From an optimization exercise on the open Yosys and OpenROAD flow, aimed at small area and a short achievable clock period; shortcuts taken in it are not production practice. Function was checked by simulation only, so behaviour that the tests miss may differ from the original. No activity file was given, so power comes from the tool's default toggle rates.

==> job 293: inputs <==
==> flow/design.v <==
`timescale 1ns/1ps
module layer_code #(
  parameter int ADDR_WIDTH = 6,
  parameter int UNIT_CLKS  = 2
) (
  input  logic                  clk_in,
  input  logic                  rst_n_in,
  input  logic                  wr_en_in,
  input  logic                  wr_done_in,
  input  logic [ADDR_WIDTH-1:0] wr_addr_in,
  input  logic [7:0]            wr_data_in,
  input  logic [3:0]            wr_byte_en_in,
  input  logic [7:0]            t0h_cnt_in,
  input  logic [7:0]            t0l_cnt_in,
  input  logic [7:0]            t1h_cnt_in,
  input  logic [7:0]            t1l_cnt_in,
  output logic                  ws281x_code_out
);
  localparam int DEPTH = 1 << ADDR_WIDTH;
  localparam int BITS = 24;
  localparam int PW = $clog2(255 * UNIT_CLKS + 1);
  localparam int BW = $clog2(BITS);
  typedef enum logic [1:0] {IDLE, READ, SEND_H, SEND_L} state_e;
  logic [31:0]           mem_q [DEPTH];
  state_e                state_q;
  logic [ADDR_WIDTH-1:0] idx_q;
  logic [BITS-1:0]       shift_q;
  logic [BW-1:0]         bit_cnt_q;
  logic [PW-1:0]         cnt_q;
  logic [7:0]            t0h_q, t0l_q, t1h_q, t1l_q;
  logic                  code_q;
  logic [31:0]     rd_word;
  logic [BITS-1:0] fetch_bits;
  logic [PW-1:0]   fetch_hi_last, cur_lo_last, next_hi_last;
  function automatic logic [PW-1:0] phase_last(input logic [7:0] units);
    logic [PW-1:0] u;
    u = (units == 8'd0) ? PW'(1) : PW'(units);
    phase_last = u * UNIT_CLKS - 1;
  endfunction
  always_ff @(posedge clk_in) begin
    if (wr_en_in) begin
      for (int i = 0; i < 4; i++) begin
        if (wr_byte_en_in[i]) mem_q[wr_addr_in][8*i +: 8] <= wr_data_in;
      end
    end
  end
  assign rd_word    = mem_q[idx_q];
  assign fetch_bits = rd_word[BITS-1:0];
  logic unused_ctrl_byte;
  assign unused_ctrl_byte = ^rd_word[31:24];
  assign fetch_hi_last = fetch_bits[BITS-1] ? phase_last(t1h_q) : phase_last(t0h_q);
  assign cur_lo_last   = shift_q[BITS-1]    ? phase_last(t1l_q) : phase_last(t0l_q);
  assign next_hi_last  = shift_q[BITS-2]    ? phase_last(t1h_q) : phase_last(t0h_q);
  always_ff @(posedge clk_in) begin
    if (rst_n_in) begin
      state_q   <= IDLE;
      idx_q     <= '0;
      shift_q   <= '0;
      bit_cnt_q <= '0;
      cnt_q     <= '0;
      t0h_q     <= '0;
      t0l_q     <= '0;
      t1h_q     <= '0;
      t1l_q     <= '0;
      code_q    <= 1'b0;
    end else begin
      case (state_q)
        IDLE: begin
          code_q <= 1'b0;
          if (wr_done_in) begin
            t0h_q   <= t0h_cnt_in;
            t0l_q   <= t0l_cnt_in;
            t1h_q   <= t1h_cnt_in;
            t1l_q   <= t1l_cnt_in;
            idx_q   <= '0;
            state_q <= READ;
          end
        end
        READ: begin
          code_q    <= 1'b0;
          shift_q   <= fetch_bits;
          bit_cnt_q <= BW'(BITS - 1);
          cnt_q     <= fetch_hi_last;
          state_q   <= SEND_H;
        end
        SEND_H: begin
          code_q <= 1'b1;
          if (cnt_q == '0) begin
            cnt_q   <= cur_lo_last;
            state_q <= SEND_L;
          end else begin
            cnt_q <= cnt_q - PW'(1);
          end
        end
        SEND_L: begin
          code_q <= 1'b0;
          if (cnt_q != '0) begin
            cnt_q <= cnt_q - PW'(1);
          end else if (bit_cnt_q != '0) begin
            shift_q   <= shift_q << 1;
            bit_cnt_q <= bit_cnt_q - BW'(1);
            cnt_q     <= next_hi_last;
            state_q   <= SEND_H;
          end else if (idx_q != '1) begin
            idx_q   <= idx_q + ADDR_WIDTH'(1);
            state_q <= READ;
          end else begin
            state_q <= IDLE;
          end
        end
        default: state_q <= IDLE;
      endcase
    end
  end
  assign ws281x_code_out = code_q;
endmodule
==> flow/run.sh <==
#!/bin/bash
# synth_recipe.tcl (not shown) runs the flow's synth.tcl, then flattens the netlist and writes it again
# the make line also repeats each setting of config.mk as NAME=value (left out here)
make -C /OpenROAD-flow-scripts/flow DESIGN_CONFIG=/design/flow/config.mk WORK_HOME=/design/flow/orfs CLKGATE_MAP_FILE= SYNTH_SCRIPT=/design/flow/synth_recipe.tcl finish
==> flow/config.mk <==
export PLATFORM = sky130hd
export DESIGN_NAME = layer_code
export DESIGN_NICKNAME = layer_code
export VERILOG_FILES = /design/flow/design.v
export SDC_FILE = /design/flow/constraint.sdc
export NUM_CORES = 4
export LEC_CHECK = 0
export CAP_MARGIN = 20
export CORE_MARGIN = 2
export CORE_UTILIZATION = 40
export SLEW_MARGIN = 20
==> flow/constraint.sdc <==
create_clock -name core_clock -period 4.0 [get_ports {clk_in}]
set_input_delay 0.8000 -clock core_clock [delete_from_list [all_inputs] [get_ports {clk_in}]]
set_output_delay 0.8000 -clock core_clock [all_outputs]
set_load 0.01 [all_outputs]
==> job 2640: changes against job 293 <==
==> flow/design.v (replaced) <==
`timescale 1ns/1ps
module layer_code #(
  parameter int ADDR_WIDTH = 6,
  parameter int UNIT_CLKS  = 2
) (
  input  logic                  clk_in,
  input  logic                  rst_n_in,
  input  logic                  wr_en_in,
  input  logic                  wr_done_in,
  input  logic [ADDR_WIDTH-1:0] wr_addr_in,
  input  logic [7:0]            wr_data_in,
  input  logic [3:0]            wr_byte_en_in,
  input  logic [7:0]            t0h_cnt_in,
  input  logic [7:0]            t0l_cnt_in,
  input  logic [7:0]            t1h_cnt_in,
  input  logic [7:0]            t1l_cnt_in,
  output logic                  ws281x_code_out
);
  localparam int DEPTH = 1 << ADDR_WIDTH;
  localparam int BITS  = 24;
  localparam int LANES = BITS / 8;
  typedef enum logic [1:0] {IDLE, WAIT2, WAIT1, PHASE} state_e;
  logic [ADDR_WIDTH-1:0] ptr_q;
  logic                  we_q;
  logic [ADDR_WIDTH-1:0] wa_q, wp_q;
  logic [7:0]            wd_q;
  logic [LANES-1:0]      wbe_q;
  always_ff @(posedge clk_in) begin
    ptr_q <= ptr_q - ADDR_WIDTH'(1);
    we_q  <= wr_en_in;
    wa_q  <= wr_addr_in;
    wp_q  <= wr_addr_in + ptr_q;
    wd_q  <= wr_data_in;
    wbe_q <= wr_byte_en_in[LANES-1:0];
  end
  logic [BITS-1:0] ring_q [DEPTH];
  always_ff @(posedge clk_in) begin
    for (int j = 0; j < DEPTH; j++) begin
      for (int i = 0; i < LANES; i++) begin
        if (we_q && wp_q == ADDR_WIDTH'(j) && wbe_q[i])
          ring_q[j][8*i +: 8] <= wd_q;
        else
          ring_q[j][8*i +: 8] <= ring_q[(j + 1) % DEPTH][8*i +: 8];
      end
    end
  end
  logic [ADDR_WIDTH-1:0] at0;
  assign at0 = ~ptr_q - ADDR_WIDTH'(1);
  logic [BITS-1:0]       head0_q, head_q;
  logic [ADDR_WIDTH-1:0] nidx_q;
  always_ff @(posedge clk_in) begin
    for (int i = 0; i < LANES; i++) begin
      if (we_q && wa_q == '0 && wbe_q[i])
        head0_q[8*i +: 8] <= wd_q;
      else if (at0 == '0)
        head0_q[8*i +: 8] <= ring_q[0][8*i +: 8];
      if (we_q && wa_q == nidx_q && wbe_q[i])
        head_q[8*i +: 8] <= wd_q;
      else if (at0 == nidx_q)
        head_q[8*i +: 8] <= ring_q[0][8*i +: 8];
    end
  end
  state_e          state_q;
  logic            code_q;
  logic            hi_q;       
  logic            half_q;     
  logic [7:0]      unit_q;     
  logic            ulast_q;    
  logic [4:0]      bit_q;      
  logic [BITS-1:0] shift_q;
  logic [7:0]      t0h_q, t0l_q, t1h_q, t1l_q;
  logic phase_end, last_end, idle_now;
  logic [BITS-1:0] src;
  assign phase_end = (state_q == PHASE) && half_q && ulast_q;
  assign last_end  = phase_end && !hi_q && bit_q == '0 && nidx_q == '0;
  assign idle_now  = (state_q == IDLE) || last_end;
  assign src       = (nidx_q == '0) ? head0_q : head_q;
  always_ff @(posedge clk_in) begin
    if (idle_now) begin
      t0h_q <= t0h_cnt_in;
      t0l_q <= t0l_cnt_in;
      t1h_q <= t1h_cnt_in;
      t1l_q <= t1l_cnt_in;
    end
    half_q  <= !half_q;
    ulast_q <= unit_q[7:1] == '0;
    if (rst_n_in) begin
      state_q <= IDLE;
      code_q  <= 1'b0;
    end else begin
      case (state_q)
        IDLE: begin
          if (wr_done_in) begin
            state_q <= WAIT2;
            nidx_q  <= '0;
          end
        end
        WAIT2: state_q <= WAIT1;
        WAIT1: begin
          state_q <= PHASE;
          code_q  <= 1'b1;
          hi_q    <= 1'b1;
          half_q  <= 1'b0;
          shift_q <= src;
          bit_q   <= 5'(BITS - 1);
          unit_q  <= src[BITS-1] ? t1h_q : t0h_q;
          nidx_q  <= nidx_q + ADDR_WIDTH'(1);
        end
        PHASE: begin
          if (half_q) begin
            if (!ulast_q) begin
              unit_q <= unit_q - 8'd1;
            end else if (hi_q) begin
              code_q <= 1'b0;
              hi_q   <= 1'b0;
              unit_q <= shift_q[BITS-1] ? t1l_q : t0l_q;
            end else if (bit_q != '0) begin
              code_q  <= 1'b1;
              hi_q    <= 1'b1;
              shift_q <= shift_q << 1;
              bit_q   <= bit_q - 5'd1;
              unit_q  <= shift_q[BITS-2] ? t1h_q : t0h_q;
            end else if (nidx_q != '0) begin
              state_q <= WAIT1;
            end else if (wr_done_in) begin
              state_q <= WAIT2;
            end else begin
              state_q <= IDLE;
            end
          end
        end
        default: state_q <= IDLE;
      endcase
    end
  end
  assign ws281x_code_out = code_q;
endmodule
- ABC_AREA: default -> 1
==> run notes <==
Compound-cell area share of the yosys netlist: job 2640 0.151; job 293 0.0125
Height of the die: job 2640 376 um; job 293 402 um
Comb pwr: job 2640 2600 uW; job 293 1400 uW
Met1 wire length: job 2640 61900 um; job 293 62900 um
Placed Cells: job 2640 7516; job 293 5258
Clk sinks: job 2640 1695; job 293 1621
Met2 routed WL: job 2640 57000 um; job 293 70400 um
Area taken by flip-flops and latches: job 2640 0.0352 sq mm; job 293 0.0478 sq mm
Total Routed Length: job 2640 128000 um; job 293 145000 um
Pin count of the biggest net entering global routing: job 2640 129; job 293 118
GR Util met3: job 2640 0.0268; job 293 0.0351
Crit path DAT: job 2640 3.47 ns; job 293 4.13 ns
Average routed wire per standard cell: job 2640 16.3 um; job 293 26.0 um
Overall via count from detail_route: job 2640 38.8k; job 293 30.5k
Most common cell in the synthesized netlist: job 2640 nand2_1; job 293 edfxtp_1
Multi-input gate share of total cell area: job 2640 0.288; job 293 0.202
Post-synthesis sequential area ratio: job 2640 0.636; job 293 0.753
Overall power consumption: job 2640 37700 uW; job 293 35100 uW
Core ar.: job 2640 0.137 sq mm; job 293 0.158 sq mm
Post-place instance area: job 2640 0.0569 sq mm; job 293 0.0682 sq mm
Status: job 2640 no timing/DRC/antenna violations; job 293 no timing/DRC/antenna violations
Multi-input combinational gate total: job 2640 3820; job 293 1224
Post-synthesis share of cell area spent on full adders, half adders and majority gates: job 2640 0.00398; job 293 0.00158
Internal power of the cells: job 2640 29000 uW; job 293 27600 uW
Cell count after synthesis: job 2640 6043; job 293 3037
Total global routing track utilization: job 2640 0.180; job 293 0.180
Ant diodes: job 2640 0; job 293 3

## separate check: timing with driven ports
Ports are ideal in the flow. The routed layouts listed here were re-timed in OpenROAD.
Step 1, drivers: a clkbuf_16 drives clk_in and a buf_2 each remaining input, both assumed.
Step 2, shift: input delay + t, output delay - t, t = (earliest + latest rising clock arrival at the registers) / 2. This alone moves slack from input paths to output paths.
Slacks: ideal ports / drivers / drivers and shift; pairs: ideal ports / drivers.
run | shift t [ns] | setup WS [ns] | worst setup path after step 2 | clock arrival spread, ns | slew at the worst register clock pin (ns)
job 293 | 0.849 | 0.513 / 0.513 / 0.513 | register to register | 0.052 / 0.053 | 0.07 / 0.07
job 2640 | 0.834 | 1.192 / 1.192 / 1.192 | register to register | 0.026 / 0.026 | 0.07 / 0.07
After both steps setup and hold are still met in every run listed.
